What follows belongs to an exercise in optimizing a design on an open flow for small area, a short achievable clock period and few clock cycles per item; a production flow would make more cautious choices. At most, simulation tests tie the RTL to the original design; equivalence was not proved. For runs 3, 4, 6 and 7, only the layout was checked, not whether the RTL still works. Power and IR drop assume default switching activity.

==> design/flow/design.v <==
module ram_sp_rsp #(
  parameter int AW    = 9,
  parameter int DW    = 8,
  parameter int DEPTH = 384,
  parameter int CW    = 16
) (
  input  logic          clk,
  input  logic          reset,
  input  logic          req_valid,
  output logic          req_ready,
  input  logic          req_we,
  input  logic          req_oe,
  input  logic [AW-1:0] req_addr,
  input  logic [DW-1:0] req_wdata,
  output logic          rsp_valid,
  input  logic          rsp_ready,
  output logic [DW-1:0] rsp_rdata,
  output logic          rsp_err,
  output logic [CW-1:0] wr_cnt,
  output logic [CW-1:0] rd_cnt
);
  localparam int IW = (DEPTH > 1) ? $clog2(DEPTH) : 1;
  logic [DW-1:0] r_mem [DEPTH];
  logic [DW-1:0] r_q_data [2];
  logic          r_q_err [2];
  logic          r_wr_ptr;
  logic          r_rd_ptr;
  logic [1:0]    r_count;
  logic [CW-1:0] r_wr_cnt;
  logic [CW-1:0] r_rd_cnt;
  logic          w_ready;
  logic          w_accept;
  logic          w_in_range;
  logic          w_write;
  logic          w_push;
  logic          w_pop;
  logic          w_rsp_valid;
  logic [IW-1:0] w_idx;
  logic [AW:0]   w_addr_ext;
  logic [DW-1:0] w_rd_data;
  assign w_ready     = !reset && (r_count < 2'd2);
  assign w_accept    = req_valid && w_ready;
  assign w_addr_ext  = {1'b0, req_addr};
  assign w_in_range  = w_addr_ext < (AW + 1)'(DEPTH);
  assign w_idx       = req_addr[IW-1:0];
  assign w_write     = w_accept && req_we && w_in_range;
  assign w_push      = w_accept && !req_we && req_oe;
  assign w_rsp_valid = (r_count != 2'd0);
  assign w_pop       = w_rsp_valid && rsp_ready;
  assign w_rd_data   = w_in_range ? r_mem[w_idx] : '0;
  always_ff @(posedge clk) begin
    if (w_write) begin
      r_mem[w_idx] <= req_wdata;
    end
  end
  for (genvar gi = 0; gi < 2; gi++) begin : g_q_entry
    always_ff @(posedge clk) begin
      if (w_push && (r_wr_ptr == 1'(gi))) begin
        r_q_data[gi] <= w_rd_data;
        r_q_err[gi]  <= !w_in_range;
      end
    end
  end
  always_ff @(posedge clk) begin
    if (reset) begin
      r_wr_ptr <= 1'b0;
      r_rd_ptr <= 1'b0;
      r_count  <= 2'd0;
      r_wr_cnt <= '0;
      r_rd_cnt <= '0;
    end else begin
      if (w_push) begin
        r_wr_ptr <= ~r_wr_ptr;
        r_rd_cnt <= r_rd_cnt + 1'b1;
      end
      if (w_pop) begin
        r_rd_ptr <= ~r_rd_ptr;
      end
      if (w_write) begin
        r_wr_cnt <= r_wr_cnt + 1'b1;
      end
      case ({w_push, w_pop})
        2'b10:   r_count <= r_count + 2'd1;
        2'b01:   r_count <= r_count - 2'd1;
        default: r_count <= r_count;
      endcase
    end
  end
  assign req_ready = w_ready;
  assign rsp_valid = w_rsp_valid;
  assign rsp_rdata = w_rsp_valid ? r_q_data[r_rd_ptr] : '0;
  assign rsp_err   = w_rsp_valid ? r_q_err[r_rd_ptr] : 1'b0;
  assign wr_cnt    = r_wr_cnt;
  assign rd_cnt    = r_rd_cnt;
endmodule
==> design/flow/run.sh <==
#!/bin/bash
# synth_recipe.tcl (not shown) runs the flow's synth.tcl, then flattens the netlist and writes it again
# the make line also repeats each setting of config.mk as NAME=value (left out here)
make -C /OpenROAD-flow-scripts/flow DESIGN_CONFIG=/design/flow/config.mk WORK_HOME=/design/flow/orfs CLKGATE_MAP_FILE= SYNTH_SCRIPT=/design/flow/synth_recipe.tcl finish
==> design/flow/config.mk <==
export PLATFORM = sky130hd
export DESIGN_NAME = ram_sp_rsp
export DESIGN_NICKNAME = ram_sp_rsp
export VERILOG_FILES = /design/flow/design.v
export SDC_FILE = /design/flow/constraint.sdc
export NUM_CORES = 4
export LEC_CHECK = 0
export CAP_MARGIN = 20
export CORE_MARGIN = 2
export CORE_UTILIZATION = 50
export SLEW_MARGIN = 20
==> design/flow/constraint.sdc <==
create_clock -name core_clock -period 5.0 [get_ports {clk}]
set_input_delay 1.0000 -clock core_clock [delete_from_list [all_inputs] [get_ports {clk}]]
set_output_delay 1.0000 -clock core_clock [all_outputs]
set_load 0.01 [all_outputs]
==> results.txt, run 1 <==
IO Pins=66; Overall Global Routing Usage=26.8%; initial antenna violation count=12; Seq/Total Area, Yosys=77.0%; Leakage=46.3 nW; pin count of the biggest net entering global routing=157; period utilisation layout=85.8%; clk slew on worst S/H paths=60 ps; synth unique cells=75; H-tree depth=5; Worst Path Max Fanout=13; Slew headroom=26.1%; final net count=6,779; CTS tree=yes; worst vdd ir=288 µV; routed len/inst=32.5 µm; core area=241,000 µm²; Avg Cell Area, Syn=20.8 µm²; CTS Buffer Depth=4; f_max=233 MHz; DIE AREA=247,000 µm²; Post-synth EDFFs=3,090; Pwr Density=384 nW/µm²; Clock Sinks=3,126; Buffers on Ports=65; Synth area leader=edfxtp_1; #FFs+latches synth=3,126; Synth Warn #=3; Commonest cells post-synth=3,090 x edfxtp_1, 678 x mux4_2, 468 x nor2_1; layout cells sized above 1=29.2%; row count=180; hold_buf cts=0; Fin Clk Skew=48.1 ps; Top FF cell, synth=edfxtp_1; slowest CP cell=a2111oi_0; hold slack final=447 ps; Sequential Power Share=53.0%; FFs w/ async S/R, synth=0%; DRC=0; max-cap violation count=0; Reg area=93,500 µm²; final hold vios=0; routed vias=63.0k; Antenna Nets Post-Route=0; CP Capture Type=register; first-pass GRT wire length=465,000 µm; Area contributors post-synth=edfxtp_1 76%, mux4_2 13%, mux2i_1 2.8%; clock power share=42.1%; Post-CTS Setup Repair Bufs=0; Hold WC Path Type=primary input to register; status=complete, no violations; GP Congestion=0.881; Switch Pwr=11.5 mW; CP max stage delay=940 ps; Worst Path Required=5780 ps; Synth top area share=76.4%; Comb pwr share=5.0%; number of global-route vias before repair=62.3k; die span in y=497 µm; Via density=6.19; clock latency (worst-skew pair)=960 ps; Post-Syn Area=121,000 µm²; Area Overhead vs Synth=16.8%; cells along the critical path=clkdlybuf4s50_1 -> nor3b_2 -> nand2_1 -> a2111oi_0 -> nor4_1 -> a21oi_1 -> nor4_1 -> o211ai_1; Die X=497 µm; initial core utilization=50.4%; multi-input logic area=26,100 µm²; FILL cells=17.6k; CTS Buf Count=335; CTS Root Cell=clkbuf_16; Post-Syn Instances=5,827; Starting DRT DRC Count=7,598; Post-CTS Resized=0; RSZ-0062 raised after global routing=no; Max Slew Vio Count=0; Pint=42.9 mW; min Tclk post-route=4290 ps; final setup fails=0; DP Wirelength=208,000 µm; switching share of total power=21.1%; Pre-antenna DRT Iters=5; final WL=331,000 µm; critical path launch point type=primary input; Mapped Nets=5,853; CP arrival=5070 ps; Setup CP Type=primary input to register; Finished Core Util=58.8%; crit-path most repeated cell=nor4_1; top-count cell post-synth=edfxtp_1; measured slew at the worst slew-check pin=1090 ps; total grt overflow=0
layer usage:
layer / GRT usage (%) / up-vias / share of wire, %
met5: 0 / - / 0.0067
met4: 7.70 / 4 / 2.8
met3: 5.58 / 497 / 8.8
met2: 41.6 / 2904 / 47
met1: 38.9 / 33547 / 41
li1: - / 26002 / -
critical path, delay by kind of cell:
family                 cells  cell delay [ps]
AOI/OAI and AO/OA          3             1500
and+or+nand+nor            4             1640
buffers and inverters      1              900
path summary, 6_finish.rpt:
check,startpoint,end,slack (ps),cells past startpoint
hold / removal,req_wdata[4],r_mem[281][4],450,1
hold reg to reg,r_wr_cnt[5],r_wr_cnt[5],510,2
setup reg to reg,r_mem[331][4],r_q_data[1][4],1550,7
setup / recovery,req_addr[7],r_q_data[0][3],710,8
cell usage in the layout, fill, tap and decap left out, types with 45 or more instances in the layout:
cell type        instances
a21oi_1                 72
a22oi_1                 82
buf_12                  81
buf_4                  798
clkbuf_1                82
clkbuf_16              340
clkdlybuf4s50_1         51
clkinv_1                63
clkinv_2                45
edfxtp_1              3090
mux2i_1                345
mux4_2                 678
nand2_1                136
nor2_1                 465
o21ai_0                 65
o22ai_1                 82
sequential cells by signal (all words and copies together) (netlist names):
name,flops
r_count,2
r_mem,3072
r_q_data,16
r_q_err,2
r_rd_cnt,16
r_rd_ptr,1
r_wr_cnt,16
r_wr_ptr,1
final cells by class:
| class | count | area share [%] |
|---|---|---|
| Timing Repair Buffer | 944 | 5.87 |
| Clock buffer | 422 | 6.22 |
| Tap cell | 3185 | 2.81 |
| Inverter | 9 | 0.0274 |
| Antenna cell | 5 | 0.00882 |
| Multi-Input combinational cell | 2337 | 18.4 |
| Sequential cell | 3126 | 65.9 |
| Clock inverter | 139 | 0.751 |
through the flow:
step	std cells	cell area (µm²)	worst slack, ps	total power [mW]	setup TNS (ps)
6_report	10167	142000	708	54.4	0
4_1_cts	10161	142000	892	54.8	0
3_3_place_gp	9599	132000	-488	32.0	-4620
5_1_grt	10163	142000	673	55.9	0
2_1_floorplan	5827	121000	1250	30.7	0
3_5_place_dp	9600	132000	-132	32.1	-465
cell families (layout without fill, tap and decap cells):
family,count (synthesis),after routing,share of synthesized area [%]
and+or+nand+nor,792,792,2.78
muxes,1042,1042,15.7
DFF,3126,3126,77.0
adders and majority gates,3,3,0.0309
other,0,5,0
buffers and inverters,364,1514,1.58
AOI/OAI and AO/OA,470,470,2.64
xor gates and xnor gates,30,30,0.216
power by group through the flow:
stage | combinational, mW | clock [mW] | sequential, mW
detailed placement | 2.71 | 0 | 29.4
finish | 2.71 | 22.9 | 28.8
floorplan | 1.32 | 0 | 29.4
global route | 2.83 | 24.2 | 28.8
CTS | 2.72 | 23.3 | 28.8
global placement | 2.68 | 0 | 29.4
Testbench counts, summed over its fixed seeds: cycles 249,255, items 240,000.
==> inputs of run 2 (changes only) <==
==> design/flow/design.v (replaced) <==
module ram_sp_rsp #(
  parameter int AW    = 9,
  parameter int DW    = 8,
  parameter int DEPTH = 384,
  parameter int CW    = 16,
  parameter int RQ    = 4      
) (
  input  logic          clk,
  input  logic          reset,
  input  logic          req_valid,
  output logic          req_ready,
  input  logic          req_we,
  input  logic          req_oe,
  input  logic [AW-1:0] req_addr,
  input  logic [DW-1:0] req_wdata,
  output logic          rsp_valid,
  input  logic          rsp_ready,
  output logic [DW-1:0] rsp_rdata,
  output logic          rsp_err,
  output logic [CW-1:0] wr_cnt,
  output logic [CW-1:0] rd_cnt
);
  localparam int IW  = (DEPTH > 1) ? $clog2(DEPTH) : 1;
  localparam int CAP = RQ + 1;                
  localparam int OW  = $clog2(CAP + 1);
  localparam int PW  = (RQ > 1) ? $clog2(RQ) : 1;
  logic [DW-1:0] r_mem [DEPTH];
  logic          r_v;
  logic          r_we;
  logic          r_oe;
  logic [AW-1:0] r_addr;
  logic [DW-1:0] r_wdata;
  logic          r_rdy;
  logic [OW-1:0] r_out;         
  logic [CW-1:0] r_wr_cnt;
  logic [CW-1:0] r_rd_cnt;
  logic          r_h_v;
  logic [DW-1:0] r_h_d;
  logic          r_h_e;
  logic [DW-1:0] r_q_d [RQ];
  logic          r_q_e [RQ];
  logic [PW-1:0] r_q_wp;
  logic [PW-1:0] r_q_rp;
  logic [OW-1:0] r_q_n;
  logic          w_acc;
  logic          w_acc_wr;
  logic          w_acc_rd;
  logic          w_pop;
  logic          w_s_inr;
  logic          w_s_wr;
  logic          w_s_rd;
  logic [DW-1:0] w_s_d;
  logic [OW-1:0] w_out_nx;
  assign req_ready = r_rdy && !reset;
  assign w_acc     = req_valid && req_ready;
  assign w_acc_wr  = w_acc && req_we && ({1'b0, req_addr} < (AW + 1)'(DEPTH));
  assign w_acc_rd  = w_acc && !req_we && req_oe;
  assign w_pop     = r_h_v && rsp_ready;
  always_ff @(posedge clk) begin
    r_v     <= w_acc;
    r_we    <= req_we;
    r_oe    <= req_oe;
    r_addr  <= req_addr;
    r_wdata <= req_wdata;
  end
  assign w_s_inr = {1'b0, r_addr} < (AW + 1)'(DEPTH);
  assign w_s_wr  = r_v && r_we && w_s_inr;
  assign w_s_rd  = r_v && !r_we && r_oe;
  assign w_s_d   = w_s_inr ? r_mem[r_addr[IW-1:0]] : '0;
  always_ff @(posedge clk) begin
    if (w_s_wr) begin
      r_mem[r_addr[IW-1:0]] <= r_wdata;
    end
  end
  assign w_out_nx = r_out + OW'(w_acc_rd) - OW'(w_pop);
  always_ff @(posedge clk) begin
    if (reset) begin
      r_rdy    <= 1'b1;
      r_out    <= '0;
      r_wr_cnt <= '0;
      r_rd_cnt <= '0;
    end else begin
      r_rdy    <= w_out_nx < OW'(CAP);
      r_out    <= w_out_nx;
      if (w_acc_wr) r_wr_cnt <= r_wr_cnt + 1'b1;
      if (w_acc_rd) r_rd_cnt <= r_rd_cnt + 1'b1;
    end
  end
  always_ff @(posedge clk) begin
    if (reset) begin
      r_h_v  <= 1'b0;
      r_h_d  <= '0;
      r_h_e  <= 1'b0;
      r_q_wp <= '0;
      r_q_rp <= '0;
      r_q_n  <= '0;
    end else begin
      if (!r_h_v || w_pop) begin
        if (r_q_n != '0) begin
          r_h_v  <= 1'b1;
          r_h_d  <= r_q_d[r_q_rp];
          r_h_e  <= r_q_e[r_q_rp];
          r_q_rp <= (r_q_rp == PW'(RQ - 1)) ? '0 : r_q_rp + 1'b1;
          if (!w_s_rd) r_q_n <= r_q_n - 1'b1;
        end else begin
          r_h_v <= w_s_rd;
          r_h_d <= w_s_rd ? w_s_d : '0;
          r_h_e <= w_s_rd && !w_s_inr;
        end
      end else if (w_s_rd) begin
        r_q_n <= r_q_n + 1'b1;
      end
      if (w_s_rd && ((r_h_v && !w_pop) || r_q_n != '0)) begin
        r_q_wp <= (r_q_wp == PW'(RQ - 1)) ? '0 : r_q_wp + 1'b1;
      end
    end
  end
  for (genvar gi = 0; gi < RQ; gi++) begin : g_q
    always_ff @(posedge clk) begin
      if (w_s_rd && ((r_h_v && !w_pop) || r_q_n != '0) && r_q_wp == PW'(gi)) begin
        r_q_d[gi] <= w_s_d;
        r_q_e[gi] <= !w_s_inr;
      end
    end
  end
  assign rsp_valid = r_h_v;
  assign rsp_rdata = r_h_d;
  assign rsp_err   = r_h_e;
  assign wr_cnt    = r_wr_cnt;
  assign rd_cnt    = r_rd_cnt;
endmodule
==> results.txt, run 2 <==
status=complete, no violations (unchanged); Die X=499 µm (was 497 µm); Seq/Total Area, Yosys=77.2% (was 77.0%); final non-filler cell total=9,772 (was 10.2k); Buffers on Ports=65 (unchanged); total grt overflow=0 (unchanged); Worst Path Max Fanout=38 (was 13); Mapped Nets=5,982 (was 5,853); pin count of the biggest net entering global routing=196 (was 157); GP Congestion=0.882 (was 0.881); period utilisation layout=97.2% (was 85.8%); Max Slew Vio Count=0 (unchanged); die span in y=499 µm (was 497 µm); Tot Pwr=56.1 mW (was 54.4 mW); DIE AREA=249,000 µm² (was 247,000 µm²); Post-Syn Area=123,000 µm² (was 121,000 µm²); Post-synth EDFFs=3,108 (was 3,090); final WL=337,000 µm (was 331,000 µm); clock latency (worst-skew pair)=990 ps (was 960 ps); routed vias=63.0k (about the same); DP Wirelength=209,000 µm (was 208,000 µm); DP Cell Count=9,182 (was 9,600); final setup fails=0 (unchanged); initial core utilization=50.4% (about the same); Synth area leader=edfxtp_1 (unchanged); Finished Core Util=57.1% (was 58.8%); DRC=0 (unchanged); CTS Buffer Depth=4 (unchanged); Worst Path Required=5670 ps (was 5780 ps); FFs w/ async S/R, synth=0% (unchanged); most common cell after layout, fill and taps aside=edfxtp_1 (unchanged); row count=181 (was 180); Clock Sinks=3,181 (was 3,126); H-tree depth=5 (unchanged); CTS Root Cell=clkbuf_16 (unchanged); Post-Syn Instances=5,945 (was 5,827); Setup CP Type=register to register (was primary input to register); Pre-antenna DRT Iters=8 (was 5); Overall Global Routing Usage=26.9% (was 26.8%); most frequent cells in the layout=3,108 x edfxtp_1, 678 x mux4_2, 474 x nor2_1 (was 3,090 x edfxtp_1, 798 x buf_4, 678 x mux4_2); Place WS=-31.1 ps (was -132 ps); Via density=6.44 (was 6.19); max-cap violation count=0 (unchanged); met1 wire length=140,000 µm (was 136,000 µm); Synth Warn #=3 (unchanged); Area contributors post-synth=edfxtp_1 76%, mux4_2 12%, mux2i_1 2.1% (was edfxtp_1 76%, mux4_2 13%, mux2i_1 2.8%); critical path launch point type=register (was primary input); Post-CTS Setup Repair Bufs=0 (unchanged); top sig layer=met5 (unchanged); synth unique cells=66 (was 75); f_max=206 MHz (was 233 MHz); Top FF cell, synth=edfxtp_1 (unchanged); initial antenna violation count=19 (was 12); max reg flops=3,072 (unchanged); IO Pins=66 (unchanged); Slew headroom=17.7% (was 26.1%); layout cells sized above 1=23.1% (was 29.2%); Avg Cell Area, Syn=20.6 µm² (was 20.8 µm²); #FFs+latches synth=3,181 (was 3,126); Antenna Nets Post-Route=0 (unchanged); routed len/inst=34.5 µm (was 32.5 µm); CTS tree=yes (unchanged); Synth top area share=76.1% (was 76.4%); Fin Clk Skew=66.2 ps (was 48.1 ps); Area Overhead vs Synth=13.4% (was 16.8%); CTS Buf Count=341 (was 335); CP arrival=5530 ps (was 5070 ps); min Tclk post-route=4860 ps (was 4290 ps); final net count=6,361 (was 6,779); number of global-route vias before repair=61.9k (was 62.3k); first-pass GRT wire length=475,000 µm (was 465,000 µm); final hold vios=0 (unchanged); Pwr Density=403 nW/µm² (was 384 nW/µm²); RSZ-0062 raised after global routing=no (unchanged); Leakage=43.7 nW (was 46.3 nW); Commonest cells post-synth=3,108 x edfxtp_1, 678 x mux4_2, 476 x nor2_1 (was 3,090 x edfxtp_1, 678 x mux4_2, 468 x nor2_1); hold slack final=444 ps (was 447 ps); top-count cell post-synth=edfxtp_1 (unchanged); measured slew at the worst slew-check pin=1230 ps (was 1090 ps); clk slew on worst S/H paths=60 ps (about the same); CP Capture Type=register (unchanged); met2 wire length=155,000 µm (was 156,000 µm); hold_buf cts=0 (unchanged); Hold WC Path Type=primary input to register (unchanged); core area=244,000 µm² (was 241,000 µm²); worst vdd ir=373 µV (was 288 µV); final setup margin=141 ps (was 708 ps); met3 WL=31,300 µm (was 29,200 µm); Starting DRT DRC Count=9,066 (was 7,598)
[run 2: changes by cell type in the layout (fill, tap and decap cells not counted), moves of 18 or more]
cell      delta
dfxtp_1     +22
o22ai_1     -64
nand3_1     +43
edfxtp_1    +18
buf_12      -30
a211oi_1    -26
buf_4      -521
a22oi_1    +168
mux2i_1     -90
[run 2: stage by stage]
step	area, µm²	setup TNS [ps]
floorplan	123000	0
global placement	129000	0
detailed placement	129000	-124
CTS	139000	0
global route	139000	0
finish	139000	0
[run 2: final timing paths]
kind | from | end | slack, ps | depth (start not counted)
max | r_addr[1] | r_q_d[0][7] | 140 | 9
min | reset | r_v | 440 | 2
max reg2reg | r_addr[1] | r_q_d[0][7] | 140 | 9
min reg2reg | r_rd_cnt[7] | r_rd_cnt[7] | 510 | 2
[run 2: kinds of logic after synthesis]
logic type	Yosys count	synth area share, %
buffers and inverters	373	1.51
flip-flops	3181	77.2
XOR/XNOR	27	0.193
adder cells (fa/ha/maj)	14	0.155
AND/OR/NAND/NOR	881	3.16
multiplexers	942	14.6
AO/OA/AOI/OAI	527	3.09
[run 2: what timing repair did]
item / CTS / global route
resized for setup: 1 / 0
endpoints found under the hold margin: 0 / 0
setup endpoints to repair: 4 / 0
[run 2: where the power goes]
group | internal, mW | switching [mW]
Combinational | 1.05 | 1.82
Sequential | 29.3 | 0.178
Clock | 13.7 | 10.0
[run 2: final cells by class]
| class | instances | area [µm²] |
|---|---|---|
| diodes | 4 | 10.0 |
| clock buffers | 424 | 9010 |
| clock inverters | 161 | 1310 |
| fillers | 17996 | 104000 |
| inverters | 14 | 55.1 |
| multi-input cells | 2391 | 26200 |
| flip-flops and latches | 3181 | 94800 |
| well taps | 3202 | 4010 |
| repair buffers | 395 | 3760 |
[run 2: metal layers]
metal  vias up  GRT usage (%)
met5         -              0
met4         6           8.21
met3       563           5.21
met2      3311           40.4
met1     33662           40.4
li1      25433              -
[run 2: critical path: stages, from the launching register on]
cell     delay (ps)
dfxtp_4         600
buf_4           410
buf_4           590
mux4_2          420
mux2i_1         440
o22ai_1         260
or4_1           540
nor4_1          910
buf_4           260
nand2_1          90
Testbench counts of run 2, summed over its fixed seeds: cycles 240,126, items 240,000.
==> inputs of run 3 (changes only) <==
--- a/design/flow/design.v
+++ b/design/flow/design.v
@@ -5,3 +5,5 @@
   parameter int CW    = 16,
-  parameter int RQ    = 4      
+  parameter int RQ    = 4,     
+  parameter int K     = 4,     
+  parameter int NP    = 8      
 ) (
@@ -22,3 +24,4 @@
 );
-  localparam int IW  = (DEPTH > 1) ? $clog2(DEPTH) : 1;
+  localparam int KW  = $clog2(K);
+  localparam int NR  = DEPTH / K;             
   localparam int CAP = RQ + 1;                
@@ -26,3 +29,3 @@
   localparam int PW  = (RQ > 1) ? $clog2(RQ) : 1;
-  logic [DW-1:0] r_mem [DEPTH];
+  localparam int NW  = $clog2(NP + 1);
   logic          r_v;
@@ -36,2 +39,12 @@
   logic [CW-1:0] r_rd_cnt;
+  logic [KW-1:0] r_ph;
+  logic [DW-1:0] r_ring [NR][K];
+  logic          r_c_v;
+  logic [AW-1:0] r_c_a;
+  logic [DW-1:0] r_c_d;
+  logic [NP-1:0] r_p_v;
+  logic [NP-1:0] r_p_v2;
+  logic [NP-1:0] w_p_v;
+  logic [AW-1:0] r_p_a [NP];
+  logic [DW-1:0] r_p_d [NP];
   logic          r_h_v;
@@ -68,8 +81,112 @@
   assign w_s_rd  = r_v && !r_we && r_oe;
-  assign w_s_d   = w_s_inr ? r_mem[r_addr[IW-1:0]] : '0;
-  always_ff @(posedge clk) begin
-    if (w_s_wr) begin
-      r_mem[r_addr[IW-1:0]] <= r_wdata;
-    end
-  end
+  always_ff @(posedge clk) begin
+    r_ph <= r_ph + 1'b1;
+  end
+  for (genvar gr = 0; gr < NR; gr++) begin : g_ring
+    always_ff @(posedge clk) begin
+      r_ring[gr][0] <= (r_c_v && r_c_a[AW-1:KW] == (AW - KW)'(gr)) ? r_c_d : r_ring[gr][K-1];
+      for (int p = 1; p < K; p++) begin
+        r_ring[gr][p] <= r_ring[gr][p-1];
+      end
+    end
+  end
+  logic [KW-1:0] w_el_ph;       
+  logic [NP-1:0] w_m;           
+  logic [NP-1:0] w_el;          
+  logic [NP-1:0] w_sel;         
+  logic [NP-1:0] w_free_sel;    
+  logic          w_any_el;
+  logic          w_s_el;
+  logic          w_m_sel;
+  logic          w_alloc;
+  logic [AW-1:0] w_sel_a;
+  logic [DW-1:0] w_sel_d;
+  logic [NW-1:0] w_p_n;
+  assign w_p_v   = r_p_v & r_p_v2;
+  assign w_el_ph = ~(r_ph + 1'b1);
+  assign w_s_el  = r_addr[KW-1:0] == w_el_ph;
+  always_comb begin
+    w_sel      = '0;
+    w_free_sel = '0;
+    w_sel_a    = '0;
+    w_sel_d    = '0;
+    w_p_n      = '0;
+    for (int i = 0; i < NP; i++) begin
+      w_m[i]  = w_p_v[i] && r_p_a[i] == r_addr;
+      w_el[i] = w_p_v[i] && r_p_a[i][KW-1:0] == w_el_ph;
+      w_p_n   = w_p_n + NW'(w_p_v[i]);
+    end
+    for (int i = NP - 1; i >= 0; i--) begin
+      if (w_el[i])    w_sel      = NP'(1) << i;
+      if (!w_p_v[i])  w_free_sel = NP'(1) << i;
+    end
+    for (int i = 0; i < NP; i++) begin
+      w_sel_a = w_sel_a | (r_p_a[i] & {AW{w_sel[i]}});
+      w_sel_d = w_sel_d | (r_p_d[i] & {DW{w_sel[i]}});
+    end
+  end
+  assign w_any_el = |w_el;
+  assign w_m_sel  = |(w_m & w_sel);
+  assign w_alloc  = w_s_wr && !(|w_m) && (w_any_el || !w_s_el);
+  always_ff @(posedge clk) begin
+    if (w_any_el) begin
+      r_c_v <= 1'b1;
+      r_c_a <= w_sel_a;
+      r_c_d <= (w_s_wr && w_m_sel) ? r_wdata : w_sel_d;
+    end else if (w_s_wr && w_s_el) begin
+      r_c_v <= 1'b1;
+      r_c_a <= r_addr;
+      r_c_d <= r_wdata;
+    end else begin
+      r_c_v <= 1'b0;
+    end
+  end
+  for (genvar gi = 0; gi < NP; gi++) begin : g_pool
+    always_ff @(posedge clk) begin
+      if (w_sel[gi]) begin
+        r_p_v[gi]  <= 1'b0;
+        r_p_v2[gi] <= 1'b0;
+      end else if (w_alloc && w_free_sel[gi]) begin
+        r_p_v[gi]  <= 1'b1;
+        r_p_v2[gi] <= 1'b1;
+      end
+      if (w_alloc && w_free_sel[gi]) begin
+        r_p_a[gi] <= r_addr;
+      end
+      if (w_s_wr && (w_m[gi] || w_free_sel[gi])) begin
+        r_p_d[gi] <= r_wdata;
+      end
+    end
+  end
+  logic [KW-1:0] w_rd_pos;
+  logic [DW-1:0] w_ring_d;
+  logic [DW-1:0] w_fwd_d;
+  logic          w_fwd;
+  logic          w_c_hit;
+  assign w_rd_pos = r_addr[KW-1:0] + r_ph;
+  assign w_c_hit  = r_c_v && r_c_a == r_addr;
+  logic [DW-1:0] w_col [K];
+  logic [NR-1:0] w_rsel;
+  always_comb begin
+    for (int r = 0; r < NR; r++) begin
+      w_rsel[r] = r_addr[AW-1:KW] == (AW - KW)'(r);
+    end
+    for (int p = 0; p < K; p++) begin
+      w_col[p] = '0;
+      for (int r = 0; r < NR; r++) begin
+        w_col[p] = w_col[p] | (r_ring[r][p] & {DW{w_rsel[r]}});
+      end
+    end
+    w_ring_d = w_col[w_rd_pos];
+    w_fwd_d = r_c_d & {DW{w_c_hit}};
+    for (int i = 0; i < NP; i++) begin
+      w_fwd_d = w_fwd_d | (r_p_d[i] & {DW{w_m[i]}});
+    end
+  end
+  assign w_fwd = w_c_hit || (|w_m);
+  assign w_s_d = !w_s_inr ? '0 : w_fwd ? w_fwd_d : w_ring_d;
+  logic [NW:0]   w_p_nx;
+  logic          w_p_ok;
+  assign w_p_nx = (NW + 1)'(w_p_n) - (NW + 1)'(w_any_el) + (NW + 1)'(w_alloc);
+  assign w_p_ok = w_p_nx + (NW + 1)'(w_acc_wr) < (NW + 1)'(NP);
   assign w_out_nx = r_out + OW'(w_acc_rd) - OW'(w_pop);
@@ -82,3 +199,3 @@
     end else begin
-      r_rdy    <= w_out_nx < OW'(CAP);
+      r_rdy    <= (w_out_nx < OW'(CAP)) && w_p_ok;
       r_out    <= w_out_nx;
--- a/design/flow/config.mk
+++ b/design/flow/config.mk
@@ -7,5 +7,7 @@
 export LEC_CHECK = 0
+export ABC_CLOCK_PERIOD_IN_PS = 2500
 export CAP_MARGIN = 20
 export CORE_MARGIN = 2
-export CORE_UTILIZATION = 50
+export CORE_UTILIZATION = 35
+export SETUP_SLACK_MARGIN = 2.5
 export SLEW_MARGIN = 20
==> results.txt, run 3 <==
status=complete, no violations (unchanged); routed len/inst=53.1 µm (was 34.5 µm); Pwr Density=441 nW/µm² (was 403 nW/µm²); clk slew on worst S/H paths=70 ps (was 60 ps); max-cap violation count=0 (unchanged); final setup margin=719 ps (was 141 ps); hold_buf cts=0 (unchanged); crit-path most repeated cell=buf_4 (unchanged); DP Wirelength=516,000 µm (was 209,000 µm); worst hold path cell count=0 (was 2); Overall Global Routing Usage=46.1% (was 26.9%); FF-to-FF path depth=15 (was 9); reg2reg setup slack=720 ps (was 140 ps); first-pass GRT wire length=923,000 µm (was 475,000 µm); clock latency (worst-skew pair)=1010 ps (was 990 ps); CP max stage delay=770 ps (was 910 ps); RSZ-0062 raised after global routing=yes (was no); final setup fails=0 (unchanged); routed vias=98.5k (was 63.0k); DIE AREA=310,000 µm² (was 249,000 µm²); CTS Root Cell=clkbuf_16 (unchanged); Hold WC Path Type=register to register (was primary input to register); Reg2Reg Capture Point=r_q_d[3][2] (was r_q_d[0][7]); CP arrival=5080 ps (was 5530 ps); initial core utilization=35.2% (was 50.4%); Place WS=-377 ps (was -31.1 ps); f_max=234 MHz (was 206 MHz); Pre-antenna DRT Iters=10 (was 8); H-tree depth=5 (unchanged); IO Pins=66 (unchanged); hold slack final=291 ps (was 444 ps); Via density=6.95 (was 6.44); measured slew at the worst slew-check pin=1300 ps (was 1230 ps); synth unique cells=97 (was 66); #FFs+latches synth=3,345 (was 3,181); Synth top area share=59.1% (was 76.1%); Area contributors post-synth=dfxtp_1 59%, mux2_2 9.4%, edfxtp_1 5.3% (was edfxtp_1 76%, mux4_2 12%, mux2i_1 2.1%); CTS Buffer Depth=4 (unchanged); Setup CP Type=register to register (unchanged); Post-synth EDFFs=189 (was 3,108); Mapped Nets=8,640 (was 5,982); CP Capture Type=register (unchanged); Area Overhead vs Synth=31.4% (was 13.4%); pin count of the biggest net entering global routing=90 (was 196); final net count=9,792 (was 6,361); Leakage=53.4 nW (was 43.7 nW); max reg flops=3,072 (unchanged); CTS Buf Count=351 (was 341); Max Slew Vio Count=0 (unchanged); Synth Warn #=7 (was 3); worst vdd ir=315 µV (was 373 µV); Buffers on Ports=65 (unchanged); Die X=557 µm (was 499 µm); most common cell after layout, fill and taps aside=dfxtp_1 (was edfxtp_1); critical path launch point type=register (unchanged); total grt overflow=0 (unchanged); Avg Cell Area, Syn=12.4 µm² (was 20.6 µm²); DRC=0 (unchanged); Worst Path Max Fanout=15 (was 38); min Tclk post-route=4280 ps (was 4860 ps); Synth area leader=dfxtp_1 (was edfxtp_1); hold path endpoint=r_ring[226][4] (was r_v); slowest CP cell=a2111oi_4 (was nor4_1); cells along the critical path=buf_4 -> buf_16 -> buf_4 -> buf_4 -> nor2b_2 -> buf_4 -> o211ai_1 -> nand4_1 -> nor4_1 -> o2111ai_2 -> o22ai_2 -> a2111oi_4 -> buf_6 -> nor3_4 -> nor2_2 (was buf_4 -> buf_4 -> mux4_2 -> mux2i_1 -> o22ai_1 -> or4_1 -> nor4_1 -> buf_4 -> nand2_1); final WL=753,000 µm (was 337,000 µm); Worst Path Required=5800 ps (was 5670 ps); CP bufs+invs=6 (was 3); Antenna Nets Post-Route=0 (unchanged); Commonest cells post-synth=3,156 x dfxtp_1, 890 x mux2_2, 750 x a22oi_1 (was 3,108 x edfxtp_1, 678 x mux4_2, 476 x nor2_1); Starting DRT DRC Count=19.6k (was 9,066); worst r2r src=r_addr[5] (was r_addr[1]); row count=202 (was 181); period utilisation layout=85.6% (was 97.2%); Post-Syn Area=107,000 µm² (was 123,000 µm²); hold_sp=r_ring[225][4] (was reset); final hold vios=0 (unchanged); FFs w/ async S/R, synth=0% (unchanged); GP Congestion=1.10 (was 0.882); top-count cell post-synth=dfxtp_1 (was edfxtp_1); most frequent cells in the layout=3,107 x dfxtp_1, 899 x buf_4, 880 x mux2_2 (was 3,108 x edfxtp_1, 678 x mux4_2, 474 x nor2_1); Fin Clk Skew=76.8 ps (was 66.2 ps); crit-path leading delay family=compound AO/OA/AOI/OAI gates (was simple AND/OR/NAND/NOR gates); Top FF cell, synth=dfxtp_1 (was edfxtp_1); initial antenna violation count=171 (was 19); CTS tree=yes (unchanged); Tot Pwr=61.9 mW (was 56.1 mW); Clock Sinks=3,345 (was 3,181); core area=303,000 µm² (was 244,000 µm²); number of global-route vias before repair=86.0k (was 61.9k); die span in y=557 µm (was 499 µm); layout cells sized above 1=34.6% (was 23.1%); Seq/Total Area, Yosys=64.4% (was 77.2%); Post-Syn Instances=8,591 (was 5,945); Slew headroom=12.5% (was 17.7%)
run 3: changes by cell type after synthesis, sizes merged, moves of 147 or more:
cell / change
a22oi: +500
buf: +147
dfxtp: +3083
edfxtp: -2919
mux2: +884
mux2i: -164
mux4: -680
nand3: +307
nor2: -161
run 3: worst reg2reg max path, stage by stage, from the launching register on:
cell	delay (ps)
dfxtp_4	360
buf_4	140
buf_16	190
buf_4	300
buf_4	260
nor2b_2	450
buf_4	320
o211ai_1	300
nand4_1	220
nor4_1	80
o2111ai_2	120
o22ai_2	190
a2111oi_4	770
buf_6	230
nor3_4	50
nor2_2	140
run 3: power by group:
part / total [mW] / internal, mW / switching, mW
combinational: 5.41 / 1.66 / 3.74
clock: 27.7 / 15.7 / 12.0
sequential: 28.8 / 27.9 / 0.879
run 3: cell type report:
cell class	instances	area, µm²
repair buffers	1402	15000
fillers	27172	163000
inverters	40	160
well taps	3978	4980
diodes	177	443
clock buffers	495	10200
flip-flops and latches	3345	69000
multi-input cells	4603	38700
clock inverters	141	1930
run 3: repair_timing:
item,CTS,global route
endpoints found under the hold margin,0,0
setup buffers,228,296
setup endpoints to repair,746,933
pin swaps,102,213
gates cloned,21,21
gates resized for setup,377,628
run 3: how the worst max path moves through the flow:
stage                            from     endpoint  slack, ps  cells past startpoint
final                       r_addr[5]  r_q_d[3][2]        720                     15
after global routing      r_p_a[2][1]        r_rdy        640                     18
after CTS                 r_p_a[2][1]        r_rdy        710                     18
after detailed placement    r_addr[6]  r_q_d[3][2]       -380                     10
after global placement      r_addr[6]  r_q_d[3][2]       -390                     10
after floorplan           r_p_a[2][1]        r_rdy        880                     18
run 3: routing by layer:
| metal | track usage [%] | vias to the layer above | part of all wire [%] |
|---|---|---|---|
| met2 | 60.4 | 11014 | 38 |
| met5 | 0.688 | - | 0.17 |
| li1 | - | 34895 | - |
| met4 | 39.8 | 81 | 11 |
| met3 | 21.7 | 3293 | 15 |
| met1 | 55.7 | 49260 | 36 |
run 3: cells by family (layout without fill, tap and decap cells):
kind of cell	Yosys count	in the layout	synth area share, %
XOR/XNOR	122	122	1.03
other	0	177	0
flip-flops	3345	3345	64.4
multiplexers	982	982	10.2
buffers and inverters	650	2078	2.79
AND/OR/NAND/NOR	1568	1573	7.78
AO/OA/AOI/OAI	1898	1900	13.4
adder cells (fa/ha/maj)	26	26	0.354
run 3: through the flow:
stage / utilization, % / instances / instance area (µm²) / setup TNS (ps)
finish: 46.3 / 14181 / 140000 / 0
detailed placement: 38.9 / 12800 / 118000 / -2000
CTS: 44.4 / 13685 / 135000 / 0
floorplan: - / 8591 / 108000 / 0
global route: 46.2 / 14038 / 140000 / 0
global placement: 38.9 / 12791 / 118000 / -3340
==> inputs of run 4 (changes only) <==
--- a/design/flow/config.mk
+++ b/design/flow/config.mk
@@ -7,3 +7,2 @@
 export LEC_CHECK = 0
-export ABC_CLOCK_PERIOD_IN_PS = 2500
 export CAP_MARGIN = 20
@@ -11,3 +10,2 @@
 export CORE_UTILIZATION = 35
-export SETUP_SLACK_MARGIN = 2.5
 export SLEW_MARGIN = 20
==> results.txt, run 4 <==
worst vdd ir=280 µV (was 315 µV); Max Slew Vio Count=0 (unchanged); Area Overhead vs Synth=22.4% (was 31.4%); CP max stage delay=720 ps (was 770 ps); core area=303,000 µm² (unchanged); total grt overflow=0 (unchanged); Worst Path Max Fanout=25 (was 15); synth unique cells=97 (unchanged); min Tclk post-route=5110 ps (was 4280 ps); CTS tree=yes (unchanged); Buffers on Ports=65 (unchanged); Top FF cell, synth=dfxtp_1 (unchanged); clock latency (worst-skew pair)=1010 ps (about the same); max reg flops=3,072 (unchanged); measured slew at the worst slew-check pin=1390 ps (was 1300 ps); Clock Sinks=3,345 (unchanged); #FFs+latches synth=3,345 (unchanged); routed vias=92.8k (was 98.5k); H-tree depth=5 (unchanged); RSZ-0062 raised after global routing=no (was yes); Leakage=49.0 nW (was 53.4 nW); final setup fails=8 (was 0); final WL=711,000 µm (was 753,000 µm); Setup CP Type=register to register (unchanged); initial core utilization=35.2% (unchanged); Via density=6.82 (was 6.95); DRC=0 (unchanged); initial antenna violation count=152 (was 171); Post-Syn Instances=8,591 (unchanged); GP Congestion=1.11 (was 1.10); DP Wirelength=520,000 µm (was 516,000 µm); pin count of the biggest net entering global routing=97 (was 90); Pwr Density=467 nW/µm² (was 441 nW/µm²); row count=202 (unchanged); Synth Warn #=7 (unchanged); routed len/inst=52.3 µm (was 53.1 µm); Post-Syn Area=107,000 µm² (unchanged); top-count cell post-synth=dfxtp_1 (unchanged); Starting DRT DRC Count=18.8k (was 19.6k); switching share of total power=26.2% (was 26.8%); Pint=45.1 mW (was 45.3 mW); Synth area leader=dfxtp_1 (unchanged); Switch Pwr=16.0 mW (was 16.6 mW); crit-path leading delay family=compound AO/OA/AOI/OAI gates (unchanged); SO Viols=negative setup slack; Seq/Total Area, Yosys=64.4% (unchanged); number of global-route vias before repair=83.9k (was 86.0k); Sequential Power Share=47.2% (was 46.5%); Synth top area share=59.1% (unchanged); CP bufs+invs=5 (was 6); DP Cell Count=12.8k (about the same); clock power share=45.7% (was 44.8%); Place WS=246 ps (was -377 ps); max-cap violation count=0 (unchanged); CTS Buf Count=351 (unchanged); Overall Global Routing Usage=44.3% (was 46.1%); Pre-antenna DRT Iters=9 (was 10); slowest CP cell=dfxtp_4 (was a2111oi_4); CP arrival=5840 ps (was 5080 ps); critical path launch point type=register (unchanged); Die X=557 µm (unchanged); CTS Buffer Depth=4 (unchanged); final hold vios=0 (unchanged); crit-path most repeated cell=buf_4 (unchanged); final net count=9,264 (was 9,792); Area contributors post-synth=dfxtp_1 59%, mux2_2 9.4%, edfxtp_1 5.3% (unchanged); clk slew on worst S/H paths=60 ps (was 70 ps); f_max=196 MHz (was 234 MHz); Comb pwr share=7.1% (was 8.7%); final non-filler cell total=13.6k (was 14.2k); Fin Clk Skew=75.8 ps (was 76.8 ps); IO Pins=66 (unchanged); FFs w/ async S/R, synth=0% (unchanged); Worst Path Required=5730 ps (was 5800 ps); die span in y=557 µm (unchanged); final setup margin=-110 ps (was 719 ps); CTS Root Cell=clkbuf_16 (unchanged); FILL cells=28.1k (was 27.2k); Post-CTS Setup Repair Bufs=0 (was 228); first-pass GRT wire length=892,000 µm (was 923,000 µm); most common cell after layout, fill and taps aside=dfxtp_1 (unchanged); Hold WC Path Type=register to register (unchanged); Post-synth EDFFs=189 (unchanged); period utilisation layout=102% (was 85.6%); layout cells sized above 1=26.5% (was 34.6%); Mapped Nets=8,640 (unchanged); Slew headroom=7.06% (was 12.5%); CP Capture Type=register (unchanged); cells along the critical path=buf_4 -> and3b_4 -> buf_12 -> buf_4 -> nand2_1 -> o22ai_1 -> nor4_1 -> nand4_1 -> a2111oi_0 -> buf_4 -> o21ai_0 -> nand4b_1 -> buf_12 -> a21oi_1 (was buf_4 -> buf_16 -> buf_4 -> buf_4 -> nor2b_2 -> buf_4 -> o211ai_1 -> nand4_1 -> nor4_1 -> o2111ai_2 -> o22ai_2 -> a2111oi_4 -> buf_6 -> nor3_4 -> nor2_2); status=failed layout checks (was complete, no violations); Antenna Nets Post-Route=0 (unchanged); Commonest cells post-synth=3,156 x dfxtp_1, 890 x mux2_2, 750 x a22oi_1 (unchanged); Avg Cell Area, Syn=12.4 µm² (unchanged); DIE AREA=310,000 µm² (unchanged); most frequent cells in the layout=3,149 x dfxtp_1, 890 x mux2_2, 750 x a22oi_1 (was 3,107 x dfxtp_1, 899 x buf_4, 880 x mux2_2)
==> run 4: cells by family after synthesis <==
logic type | share of synthesized area (%)
buffers and inverters | 2.79
AND/OR/NAND/NOR | 7.78
adder cells (fa/ha/maj) | 0.354
AO/OA/AOI/OAI | 13.4
XOR/XNOR | 1.03
multiplexers | 10.2
flip-flops | 64.4
==> run 4: worst register-to-register path: cells and delay by family (launching register included) <==
family,cells,cell delay [ps]
buf+inv,5,1410
simple gates,5,1380
compound gates,4,1380
flops,1,720
==> run 4: final timing paths <==
check	startpoint	end	slack [ps]	depth (start not counted)
worst max register to register	r_addr[6]	r_q_d[0][7]	-110	14
worst min-delay path	r_ring[153][6]	r_ring[154][6]	300	0
worst max-delay path	r_addr[6]	r_q_d[0][7]	-110	14
worst min register to register	r_ring[153][6]	r_ring[154][6]	300	0
==> run 4: metrics by stage <==
step                util [%]  power [mW]  hold WS, ps  cell area (µm²)  TNS [ps]
floorplan                  -        30.7          323           107000         0
global placement        38.9        33.4          327           118000         0
detailed placement      39.0        33.4          329           118000         0
CTS                     43.0        60.6          303           130000         0
global route            43.1        62.0          306           131000         0
finish                  43.1        61.1          296           131000      -818
==> run 4: timing repair <==
action	in CTS	in global routing
gates resized for setup	0	1
hold buffers	0	0
endpoints found under the setup margin	0	4
==> run 4: power by group through the flow <==
| stage | registers (mW) | clock network (mW) | logic [mW] |
|---|---|---|---|
| 6_report | 28.8 | 27.9 | 4.36 |
| 5_1_grt | 28.8 | 28.8 | 4.27 |
| 4_1_cts | 28.8 | 27.7 | 4.08 |
| 3_5_place_dp | 29.3 | 0 | 4.06 |
| 3_3_place_gp | 29.3 | 0 | 4.04 |
| 2_1_floorplan | 28.8 | 0 | 1.89 |
==> run 4: cell type report <==
class | count | area (µm²) | share of cell area [%]
flip-flops and latches | 3345 | 68900 | 52.6
multi-input cells | 4596 | 35900 | 27.4
clock buffers | 504 | 10300 | 7.86
repair buffers | 881 | 8390 | 6.41
well taps | 3978 | 4980 | 3.80
clock inverters | 138 | 1940 | 1.48
diodes | 128 | 320 | 0.245
inverters | 40 | 150 | 0.115
==> run 4: metal layers <==
metal  share of wire (%)  track usage (%)  vias up
met5                0.12            0.359        -
met4                  10             37.7       86
met3                  14             19.3     2632
met2                  38             57.6     9489
met1                  38             55.1    46859
li1                    -                -    33720
==> inputs of run 5 (changes only) <==
--- a/design/flow/design.v
+++ b/design/flow/design.v
@@ -167,15 +167,10 @@
   assign w_c_hit  = r_c_v && r_c_a == r_addr;
-  logic [DW-1:0] w_col [K];
-  logic [NR-1:0] w_rsel;
   always_comb begin
+    w_ring_d = '0;
     for (int r = 0; r < NR; r++) begin
-      w_rsel[r] = r_addr[AW-1:KW] == (AW - KW)'(r);
-    end
-    for (int p = 0; p < K; p++) begin
-      w_col[p] = '0;
-      for (int r = 0; r < NR; r++) begin
-        w_col[p] = w_col[p] | (r_ring[r][p] & {DW{w_rsel[r]}});
-      end
-    end
-    w_ring_d = w_col[w_rd_pos];
+      for (int p = 0; p < K; p++) begin
+        w_ring_d = w_ring_d | (r_ring[r][p] &
+                   {DW{r_addr[AW-1:KW] == (AW - KW)'(r) && w_rd_pos == KW'(p)}});
+      end
+    end
     w_fwd_d = r_c_d & {DW{w_c_hit}};
--- a/design/flow/config.mk
+++ b/design/flow/config.mk
@@ -9,3 +9,3 @@
 export CORE_MARGIN = 2
-export CORE_UTILIZATION = 35
+export CORE_UTILIZATION = 50
 export SLEW_MARGIN = 20
==> results.txt, run 5 <==
status=aborted with a tool error (was failed layout checks); Stop stage=5_1_grt; Stop Error=[ERROR GRT-0116] Global routing finished with congestion. Check the congestion regions in the DRC Viewer.; DP Wirelength=625,000 µm (was 520,000 µm); H-tree depth=5 (unchanged); Synth top area share=58.6% (was 59.1%); Area contributors post-synth=dfxtp_1 59%, mux2_2 8.6%, edfxtp_1 5.3% (was dfxtp_1 59%, mux2_2 9.4%, edfxtp_1 5.3%); Synth Warn #=6 (was 7); Post-synth EDFFs=189 (unchanged); Clock Sinks=3,345 (unchanged); die span in y=469 µm (was 557 µm); #FFs+latches synth=3,345 (unchanged); CTS Buf Count=346 (was 351); CTS Buffer Depth=4 (unchanged); Buffers on Ports=65 (unchanged); Mapped Nets=8,928 (was 8,640); GP Congestion=1.38 (was 1.11); FFs w/ async S/R, synth=0% (unchanged); Top FF cell, synth=dfxtp_1 (unchanged); Synth area leader=dfxtp_1 (unchanged); initial core utilization=50.3% (was 35.2%); Post-Place Cell Area=121,000 µm² (was 118,000 µm²); Overall Global Routing Usage=82.4%; CTS Root Cell=clkbuf_16 (unchanged); top-count cell post-synth=dfxtp_1 (unchanged); row count=170 (was 202); Place WS=-202 ps (was 246 ps); Post-Syn Area=108,000 µm² (was 107,000 µm²); first-pass GRT wire length=1,200,000 µm; number of global-route vias before repair=109k; Commonest cells post-synth=3,156 x dfxtp_1, 826 x mux2_2, 510 x nand3_1 (was 3,156 x dfxtp_1, 890 x mux2_2, 750 x a22oi_1); total grt overflow=218; synth unique cells=90 (was 97); IO Pins=66 (unchanged); Post-Syn Instances=8,879 (was 8,591); Die X=469 µm (was 557 µm); Avg Cell Area, Syn=12.2 µm² (was 12.4 µm²); pin count of the biggest net entering global routing=96; Seq/Total Area, Yosys=63.8% (was 64.4%)
## run 5: metal layers
layer  GRT usage [%]  GRT overflow
met1            85.4            22
met2            89.8            91
met3            75.8            24
met4            74.3            76
met5            61.9             5
## run 5: worst max path at each step
stage	slack (ps)	cells after the start	start	to
3_5_place_dp	-200	14	r_ph[0]	r_q_d[1][7]
4_1_cts	40	11	r_ph[1]	r_q_d[3][1]
2_1_floorplan	190	23	r_ph[1]	r_rdy
3_3_place_gp	-180	14	r_ph[0]	r_q_d[3][7]
## run 5: timing repair
item	in CTS
buffers inserted	5
hold buffers	0
cloned	0
gates resized for setup	3
pin swaps	2
setup endpoints to repair	9
hold endpoints to repair	0
## run 5: cell families after synthesis
group	Yosys count	synth area share [%]
buffers and inverters	654	2.65
AO/OA/AOI/OAI	1788	12.9
XOR/XNOR	124	1.03
adder cells (fa/ha/maj)	26	0.350
AND/OR/NAND/NOR	2020	9.78
flip-flops	3345	63.8
multiplexers	922	9.52
## run 5: power groups by stage
stage	Combinational [mW]	Clock [mW]	Sequential (mW)
after CTS	4.05	27.3	29.4
after detailed placement	4.03	0	30.0
after global placement	3.97	0	30.0
after floorplan	1.95	0	29.3
## run 5: metrics by stage
stage                     cells  util, %
after global placement    12245     56.4
after detailed placement  12259     56.6
after floorplan            8879        -
after CTS                 12874     62.2
Testbench counts of run 5, summed over its fixed seeds: cycles 240,126, items 240,000.
==> inputs of run 6 (changes only) <==
--- a/design/flow/design.v
+++ b/design/flow/design.v
@@ -5,3 +5,3 @@
   parameter int CW    = 16,
-  parameter int RQ    = 4,     
+  parameter int RQ    = 5,     
   parameter int K     = 4,     
@@ -64,2 +64,3 @@
   logic          w_s_rd;
+  logic          w_push;
   logic [DW-1:0] w_s_d;
@@ -71,2 +72,6 @@
   assign w_pop     = r_h_v && rsp_ready;
+  localparam int RH = (NR + 15) / 16;
+  logic [RH-1:0] r_dec_h;
+  logic [3:0]    r_dec_m;
+  logic [3:0]    r_dec_l;
   always_ff @(posedge clk) begin
@@ -77,2 +82,5 @@
     r_wdata <= req_wdata;
+    for (int i = 0; i < RH; i++) r_dec_h[i] <= req_addr[AW-1:KW+4] == (AW - KW - 4)'(i);
+    for (int i = 0; i < 4; i++)  r_dec_m[i] <= req_addr[KW+3:KW+2] == 2'(i);
+    for (int i = 0; i < 4; i++)  r_dec_l[i] <= req_addr[KW+1:KW] == 2'(i);
   end
@@ -167,8 +175,12 @@
   assign w_c_hit  = r_c_v && r_c_a == r_addr;
+  logic [DW-1:0] w_col [K];
+  logic [NR-1:0] w_rsel;
   always_comb begin
-    w_ring_d = '0;
     for (int r = 0; r < NR; r++) begin
-      for (int p = 0; p < K; p++) begin
-        w_ring_d = w_ring_d | (r_ring[r][p] &
-                   {DW{r_addr[AW-1:KW] == (AW - KW)'(r) && w_rd_pos == KW'(p)}});
+      w_rsel[r] = r_dec_h[r / 16] && r_dec_m[(r / 4) % 4] && r_dec_l[r % 4];
+    end
+    for (int p = 0; p < K; p++) begin
+      w_col[p] = '0;
+      for (int r = 0; r < NR; r++) begin
+        w_col[p] = w_col[p] | (r_ring[r][p] & {DW{w_rsel[r]}});
       end
@@ -181,3 +193,18 @@
   assign w_fwd = w_c_hit || (|w_m);
-  assign w_s_d = !w_s_inr ? '0 : w_fwd ? w_fwd_d : w_ring_d;
+  logic          r_r_v;
+  logic          r_r_inr;
+  logic          r_r_fwd;
+  logic [KW-1:0] r_r_pos;
+  logic [DW-1:0] r_r_fwd_d;
+  logic [DW-1:0] r_r_col [K];
+  always_ff @(posedge clk) begin
+    r_r_v     <= w_s_rd && !reset;
+    r_r_inr   <= w_s_inr;
+    r_r_fwd   <= w_fwd;
+    r_r_pos   <= w_rd_pos;
+    r_r_fwd_d <= w_fwd_d;
+    for (int p = 0; p < K; p++) r_r_col[p] <= w_col[p];
+  end
+  assign w_ring_d = r_r_col[r_r_pos];
+  assign w_s_d    = !r_r_inr ? '0 : r_r_fwd ? r_r_fwd_d : w_ring_d;
   logic [NW:0]   w_p_nx;
@@ -200,2 +227,3 @@
   end
+  assign w_push = r_r_v && !reset;
   always_ff @(posedge clk) begin
@@ -215,12 +243,12 @@
           r_q_rp <= (r_q_rp == PW'(RQ - 1)) ? '0 : r_q_rp + 1'b1;
-          if (!w_s_rd) r_q_n <= r_q_n - 1'b1;
+          if (!w_push) r_q_n <= r_q_n - 1'b1;
         end else begin
-          r_h_v <= w_s_rd;
-          r_h_d <= w_s_rd ? w_s_d : '0;
-          r_h_e <= w_s_rd && !w_s_inr;
+          r_h_v <= w_push;
+          r_h_d <= w_push ? w_s_d : '0;
+          r_h_e <= w_push && !r_r_inr;
         end
-      end else if (w_s_rd) begin
+      end else if (w_push) begin
         r_q_n <= r_q_n + 1'b1;
       end
-      if (w_s_rd && ((r_h_v && !w_pop) || r_q_n != '0)) begin
+      if (w_push && ((r_h_v && !w_pop) || r_q_n != '0)) begin
         r_q_wp <= (r_q_wp == PW'(RQ - 1)) ? '0 : r_q_wp + 1'b1;
@@ -231,5 +259,5 @@
     always_ff @(posedge clk) begin
-      if (w_s_rd && ((r_h_v && !w_pop) || r_q_n != '0) && r_q_wp == PW'(gi)) begin
+      if (w_push && ((r_h_v && !w_pop) || r_q_n != '0) && r_q_wp == PW'(gi)) begin
         r_q_d[gi] <= w_s_d;
-        r_q_e[gi] <= !w_s_inr;
+        r_q_e[gi] <= !r_r_inr;
       end
--- a/design/flow/config.mk
+++ b/design/flow/config.mk
@@ -7,5 +7,7 @@
 export LEC_CHECK = 0
+export ABC_CLOCK_PERIOD_IN_PS = 2500
 export CAP_MARGIN = 20
 export CORE_MARGIN = 2
-export CORE_UTILIZATION = 50
+export CORE_UTILIZATION = 35
+export SETUP_SLACK_MARGIN = 2.5
 export SLEW_MARGIN = 20
==> results.txt, run 6 <==
status=complete, no violations (was aborted with a tool error); CP max stage delay=530 ps; measured slew at the worst slew-check pin=1190 ps; cells along the critical path=xnor2_2 -> mux2i_4 -> a2111o_1 -> nor3b_4 -> and3_4 -> inv_6 -> ha_4 -> fa_1 -> fa_1 -> fa_2 -> inv_1 -> ha_1 -> nand2_1 -> o21bai_1 -> a21oi_2 -> nor2_1 -> a21oi_2 -> o21bai_1; Synth top area share=62.8% (was 58.6%); layout cells sized above 1=30.4%; Fin Clk Skew=119 ps; Area Overhead vs Synth=24.9%; clk slew on worst S/H paths=60 ps; setup TNS=0 ps; Seq/Total Area, Yosys=68.6% (was 63.8%); hold_buf cts=0 (unchanged); CP Capture Type=register; final net count=8,354; Synth area leader=dfxtp_1 (unchanged); H-tree depth=5 (unchanged); final WL=579,000 µm; CTS tree=yes; number of global-route vias before repair=75.1k; reg2reg setup slack=630 ps; Sequential Power Share=49.3%; Overall Global Routing Usage=37.2%; Reg2Reg Capture Point=r_rdy; Pwr Density=458 nW/µm²; Pre-antenna DRT Iters=9; Antenna Nets Post-Route=0; total grt overflow=0; first-pass GRT wire length=735,000 µm; Top FF cell, synth=dfxtp_1 (unchanged); max reg flops=3,072; FILL cells=26.1k; row count=198 (was 170); #FFs+latches synth=3,415 (was 3,345); CTS Buf Count=346 (unchanged); slowest CP cell=fa_1; switching share of total power=23.5%; hold_sp=r_ring[38][1]; Comb pwr share=4.3%; initial antenna violation count=80; most common cell after layout, fill and taps aside=dfxtp_1; Switch Pwr=13.8 mW; pin count of the biggest net entering global routing=98; IO Pins=66 (unchanged); Post-Syn Instances=7,771 (was 8,879); Starting DRT DRC Count=14.3k; initial core utilization=35.2% (was 50.3%); min Tclk post-route=4370 ps; hold path endpoint=r_ring[39][1]; CTS Root Cell=clkbuf_16 (unchanged); Area contributors post-synth=dfxtp_1 63%, a22oi_1 8.8%, mux2_2 8.4% (was dfxtp_1 59%, mux2_2 8.6%, edfxtp_1 5.3%); final setup fails=0; Avg Cell Area, Syn=13.2 µm² (was 12.2 µm²); CP arrival=5090 ps; clock latency (worst-skew pair)=940 ps; FF-to-FF path depth=18; Setup CP Type=register to register; DP Wirelength=393,000 µm (was 625,000 µm); max-cap violation count=0; synth unique cells=62 (was 90); GP Congestion=1.06 (was 1.38); Pint=44.8 mW; Mapped Nets=7,822 (was 8,928); Slew headroom=20.5%; RSZ-0062 raised after global routing=yes; Commonest cells post-synth=3,217 x dfxtp_1, 1,197 x a22oi_1, 768 x mux2_2 (was 3,156 x dfxtp_1, 826 x mux2_2, 510 x nand3_1); period utilisation layout=87.4%; Max Slew Vio Count=0; Worst Path Max Fanout=2; core area=291,000 µm²; Worst Path Required=5720 ps; CTS Buffer Depth=4 (unchanged); routed vias=82.2k; most frequent cells in the layout=3,167 x dfxtp_1, 1,153 x a22oi_1, 768 x mux2_2; DIE AREA=297,000 µm²; top-count cell post-synth=dfxtp_1 (unchanged); Hold WC Path Type=register to register; clock power share=46.4%; Buffers on Ports=65 (unchanged); f_max=229 MHz; Clock Sinks=3,415 (was 3,345); worst hold path cell count=0; Post-Syn Area=102,000 µm² (was 108,000 µm²); Finished Core Util=44.0%; die span in y=545 µm (was 469 µm); DRC=0; Synth Warn #=8 (was 6); Post-synth EDFFs=198 (was 189); Leakage=49.0 nW; routed len/inst=46.1 µm; Die X=545 µm (was 469 µm); final hold vios=0; worst r2r src=r_p_a[0][1]; FFs w/ async S/R, synth=0% (unchanged); Via density=6.54; critical path launch point type=register; worst vdd ir=328 µV
-- run 6: cell count changes after synthesis, sizes merged, moves of 130 or more --
cell / before / now
a21oi: 172 / 42
a22oi: 407 / 1197
a32oi: 337 / 0
buf: 276 / 46
clkbuf: 341 / 524
nand2: 296 / 115
nand3: 510 / 160
nor2: 382 / 168
-- run 6: kinds of logic (layout without fill, tap and decap cells) --
family / count (synthesis) / after routing / share of synthesized area (%)
DFF: 3415 / 3415 / 68.6
AOI/OAI and AO/OA: 1735 / 1735 / 13.1
and+or+nand+nor: 1062 / 1076 / 5.62
muxes: 803 / 803 / 8.90
buffers and inverters: 603 / 1392 / 2.24
xor gates and xnor gates: 125 / 125 / 1.08
adders and majority gates: 28 / 28 / 0.393
other: 0 / 100 / 0
-- run 6: per-stage QoR --
stage	area [µm²]	power [mW]	std cells	hold WS, ps	setup slack (ps)
after floorplan	103000	30.3	7771	331	633
after global placement	109000	31.4	11495	332	349
after detailed placement	109000	31.4	11498	336	464
after CTS	126000	58.2	12394	296	646
after global routing	128000	59.7	12490	317	478
final	128000	58.6	12574	269	631
-- run 6: worst max path at each step --
stage / from / end / slack (ps) / cells after the start
finish: r_p_a[0][1] / r_rdy / 630 / 18
global route: r_p_a[0][1] / r_rdy / 480 / 18
CTS: r_p_a[0][1] / r_rdy / 650 / 18
detailed placement: r_p_a[1][1] / r_rdy / 460 / 18
global placement: r_p_a[1][1] / r_rdy / 350 / 18
floorplan: r_p_a[1][1] / r_rdy / 630 / 19
-- run 6: layout make-up --
cell class | instances | area (µm²) | area share [%]
Antenna cell | 100 | 250 | 0.195
Clock buffer | 488 | 10100 | 7.90
Sequential cell | 3415 | 70500 | 55.0
Inverter | 33 | 135 | 0.106
Tap cell | 3900 | 4880 | 3.81
Multi-Input combinational cell | 3767 | 33200 | 25.9
Timing Repair Buffer | 740 | 7250 | 5.66
Clock inverter | 131 | 1710 | 1.34
-- run 6: timing repair --
| item | 4_1_cts | 5_1_grt |
|---|---|---|
| pin swaps | 121 | 84 |
| resized for setup | 552 | 221 |
| gates cloned | 14 | 5 |
| buffers inserted | 263 | 75 |
| setup endpoints to repair | 922 | 481 |
-- run 6: layer usage --
layer / up-vias / global-route usage, % / wire length, µm
met5: - / 0 / 631
met4: 56 / 32.3 / 59400
met3: 2362 / 15.6 / 81800
met2: 8018 / 49.8 / 227000
met1: 41378 / 45.3 / 211000
li1: 30393 / - / -
-- run 6: power groups by stage --
stage               logic [mW]  clock network (mW)  registers (mW)
floorplan                 1.26                   0            29.1
global placement          1.97                   0            29.4
detailed placement        2.00                   0            29.4
CTS                       2.30                27.1            28.8
global route              2.60                28.2            28.9
finish                    2.52                27.2            28.9
-- run 6: critical path, delay by kind of cell, from the launching register on --
kind	cells	cell delay (ps)
adder cells (fa/ha/maj)	5	1750
AO/OA/AOI/OAI	5	940
AND/OR/NAND/NOR	4	630
flip-flops	1	420
multiplexers	1	200
XOR/XNOR	1	190
buffers and inverters	2	110
==> inputs of run 7 (changes only) <==
--- a/design/flow/design.v
+++ b/design/flow/design.v
@@ -160,6 +160,6 @@
       end
-      if (w_alloc && w_free_sel[gi]) begin
+      if (!w_p_v[gi]) begin
         r_p_a[gi] <= r_addr;
       end
-      if (w_s_wr && (w_m[gi] || w_free_sel[gi])) begin
+      if (!w_p_v[gi] || (w_s_wr && w_m[gi])) begin
         r_p_d[gi] <= r_wdata;
@@ -211,4 +211,15 @@
   logic          w_p_ok;
-  assign w_p_nx = (NW + 1)'(w_p_n) - (NW + 1)'(w_any_el) + (NW + 1)'(w_alloc);
-  assign w_p_ok = w_p_nx + (NW + 1)'(w_acc_wr) < (NW + 1)'(NP);
+  assign w_p_nx = (NW + 1)'(w_p_n) - (NW + 1)'(w_any_el) + (NW + 1)'(w_s_wr);
+  logic          w_p_ok_wr;
+  logic          w_p_ok_nwr;
+  logic          w_o_ok_up;
+  logic          w_o_ok_hold;
+  logic          w_o_ok;
+  assign w_p_ok_wr   = w_p_nx < (NW + 1)'(NP - 1);
+  assign w_p_ok_nwr  = w_p_nx < (NW + 1)'(NP);
+  assign w_p_ok      = w_acc_wr ? w_p_ok_wr : w_p_ok_nwr;
+  assign w_o_ok_up   = r_out < OW'(CAP - 1);
+  assign w_o_ok_hold = r_out < OW'(CAP);
+  assign w_o_ok      = (w_acc_rd && !w_pop) ? w_o_ok_up :
+                       (!w_acc_rd && w_pop) ? 1'b1 : w_o_ok_hold;
   assign w_out_nx = r_out + OW'(w_acc_rd) - OW'(w_pop);
@@ -221,3 +232,3 @@
     end else begin
-      r_rdy    <= (w_out_nx < OW'(CAP)) && w_p_ok;
+      r_rdy    <= w_o_ok && w_p_ok;
       r_out    <= w_out_nx;
==> results.txt, run 7 <==
Top FF cell, synth=dfxtp_1 (unchanged); Synth area leader=dfxtp_1 (unchanged); Max Slew Vio Count=0 (unchanged); final WL=553,000 µm (was 579,000 µm); crit-path most repeated cell=fa_1; Avg Cell Area, Syn=13.3 µm² (was 13.2 µm²); f_max=230 MHz (was 229 MHz); measured slew at the worst slew-check pin=1240 ps (was 1190 ps); met3 WL=81,600 µm (was 81,800 µm); most frequent cells in the layout=3,157 x dfxtp_1, 1,062 x a22oi_1, 778 x mux2_2 (was 3,167 x dfxtp_1, 1,153 x a22oi_1, 768 x mux2_2); Worst Setup SP=r_p_a[1][1] (was r_p_a[0][1]); worst vdd ir=316 µV (was 328 µV); worst r2r src=r_p_a[1][1] (was r_p_a[0][1]); hold_sp=r_ring[361][1] (was r_ring[38][1]); initial core utilization=35.2% (about the same); number of global-route vias before repair=74.4k (was 75.1k); period utilisation layout=86.9% (was 87.4%); Overall Global Routing Usage=35.5% (was 37.2%); #FFs+latches synth=3,415 (unchanged); Mapped Nets=7,763 (was 7,822); CTS Buffer Depth=4 (unchanged); RSZ-0062 raised after global routing=yes (unchanged); CP arrival=5090 ps (about the same); Starting DRT DRC Count=14.5k (was 14.3k); Area contributors post-synth=dfxtp_1 63%, mux2_2 8.6%, a22oi_1 7.9% (was dfxtp_1 63%, a22oi_1 8.8%, mux2_2 8.4%); Synth Warn #=8 (unchanged); Post-Syn Instances=7,710 (was 7,771); Antenna Nets Post-Route=0 (unchanged); top-count cell post-synth=dfxtp_1 (unchanged); GP Congestion=1.07 (was 1.06); CP max stage delay=520 ps (was 530 ps); CTS tree=yes (unchanged); IO Pins=66 (unchanged); setup TNS=0 ps (unchanged); DRC=0 (unchanged); layout cells sized above 1=28.8% (was 30.4%); clock latency (worst-skew pair)=970 ps (was 940 ps); clk slew on worst S/H paths=60 ps (about the same); Pwr Density=503 nW/µm² (was 458 nW/µm²); synth unique cells=64 (was 62); Post-Syn Area=103,000 µm² (was 102,000 µm²); crit-path leading delay family=adder cells (unchanged); status=complete, no violations (unchanged); most common cell after layout, fill and taps aside=dfxtp_1 (unchanged); Via density=6.50 (was 6.54); routed vias=80.5k (was 82.2k); met2 wire length=214,000 µm (was 227,000 µm); min Tclk post-route=4350 ps (was 4370 ps); met1 wire length=203,000 µm (was 211,000 µm); total grt overflow=0 (unchanged); Synth top area share=62.8% (about the same); Clock Sinks=3,415 (unchanged); slowest CP cell=fa_1 (unchanged); Hold WC Path Type=register to register (unchanged); Worst Path Max Fanout=4 (was 2); die span in y=545 µm (about the same); initial antenna violation count=72 (was 80); pin count of the biggest net entering global routing=98 (unchanged); Fin Clk Skew=125 ps (was 119 ps); CP Capture Type=register (unchanged); Setup CP Type=register to register (unchanged); DP Wirelength=376,000 µm (was 393,000 µm); CTS Buf Count=345 (was 346); Buffers on Ports=65 (unchanged); Seq/Total Area, Yosys=68.6% (about the same); Worst Path Required=5750 ps (was 5720 ps); top sig layer=met5 (unchanged); FFs w/ async S/R, synth=0% (unchanged); Area Overhead vs Synth=22.5% (was 24.9%)
[run 7: cell families (layout without fill, tap and decap cells)]
logic type | count (synthesis) | in the layout | share of synthesized area (%)
adders and majority gates | 30 | 30 | 0.425
other | 0 | 73 | 0
DFF | 3415 | 3415 | 68.6
buffers and inverters | 601 | 1291 | 2.25
AOI/OAI and AO/OA | 1711 | 1711 | 13.3
and+or+nand+nor | 1021 | 1034 | 5.44
xor gates and xnor gates | 126 | 126 | 1.08
muxes | 806 | 806 | 8.93
[run 7: area by class of cell]
class	instances	area (µm²)
diodes	73	183
clock buffers	495	10100
clock inverters	125	1390
fillers	26377	166000
inverters	34	128
multi-input cells	3707	32500
flip-flops and latches	3415	70500
well taps	3900	4880
repair buffers	637	5890
[run 7: through the flow]
stage	hold slack [ps]	setup WS, ps	cells	area, µm²
final	279	653	12386	126000
after global routing	302	558	12339	125000
after CTS	296	651	12228	124000
after detailed placement	335	239	11412	109000
after global placement	332	114	11410	109000
after floorplan	331	348	7710	103000
[run 7: report_power, final]
| part | leakage [nW] | internal (mW) | total [mW] | switching, mW |
|---|---|---|---|---|
| registers | 27.9 | 29.9 | 32.0 | 2.07 |
| clock network | 5.69 | 15.3 | 26.7 | 11.4 |
| logic | 14.6 | 1.56 | 4.50 | 2.94 |
[run 7: routing by layer]
| layer | up-vias | GRT usage, % |
|---|---|---|
| li1 | 30024 | - |
| met1 | 40420 | 43.5 |
| met2 | 7739 | 47.2 |
| met3 | 2250 | 15.9 |
| met4 | 48 | 28.8 |
| met5 | - | 1.23 |
[run 7: worst paths after layout]
check                                 endpoint  slack [ps]  depth (start not counted)
worst max-delay path                     r_rdy         650                         14
worst min-delay path            r_ring[362][1]         280                          0
worst max register to register           r_rdy         650                         14
worst min register to register  r_ring[362][1]         280                          0
[run 7: timing repair]
action / in CTS / in global routing
endpoints found under the setup margin: 751 / 224
buffers inserted: 185 / 81
cloned: 11 / 4
hold buffers: 0 / 0
gates resized for setup: 521 / 150
pin swaps: 99 / 48

Check on run 7: ideal ports give 0.653 ns setup slack; a clkbuf_16 on the clock port and buf_2 on the inputs give 0.653 ns; moving port delays by the midpoint clock arrival (1.000 ns) as well gives 0.653 ns.
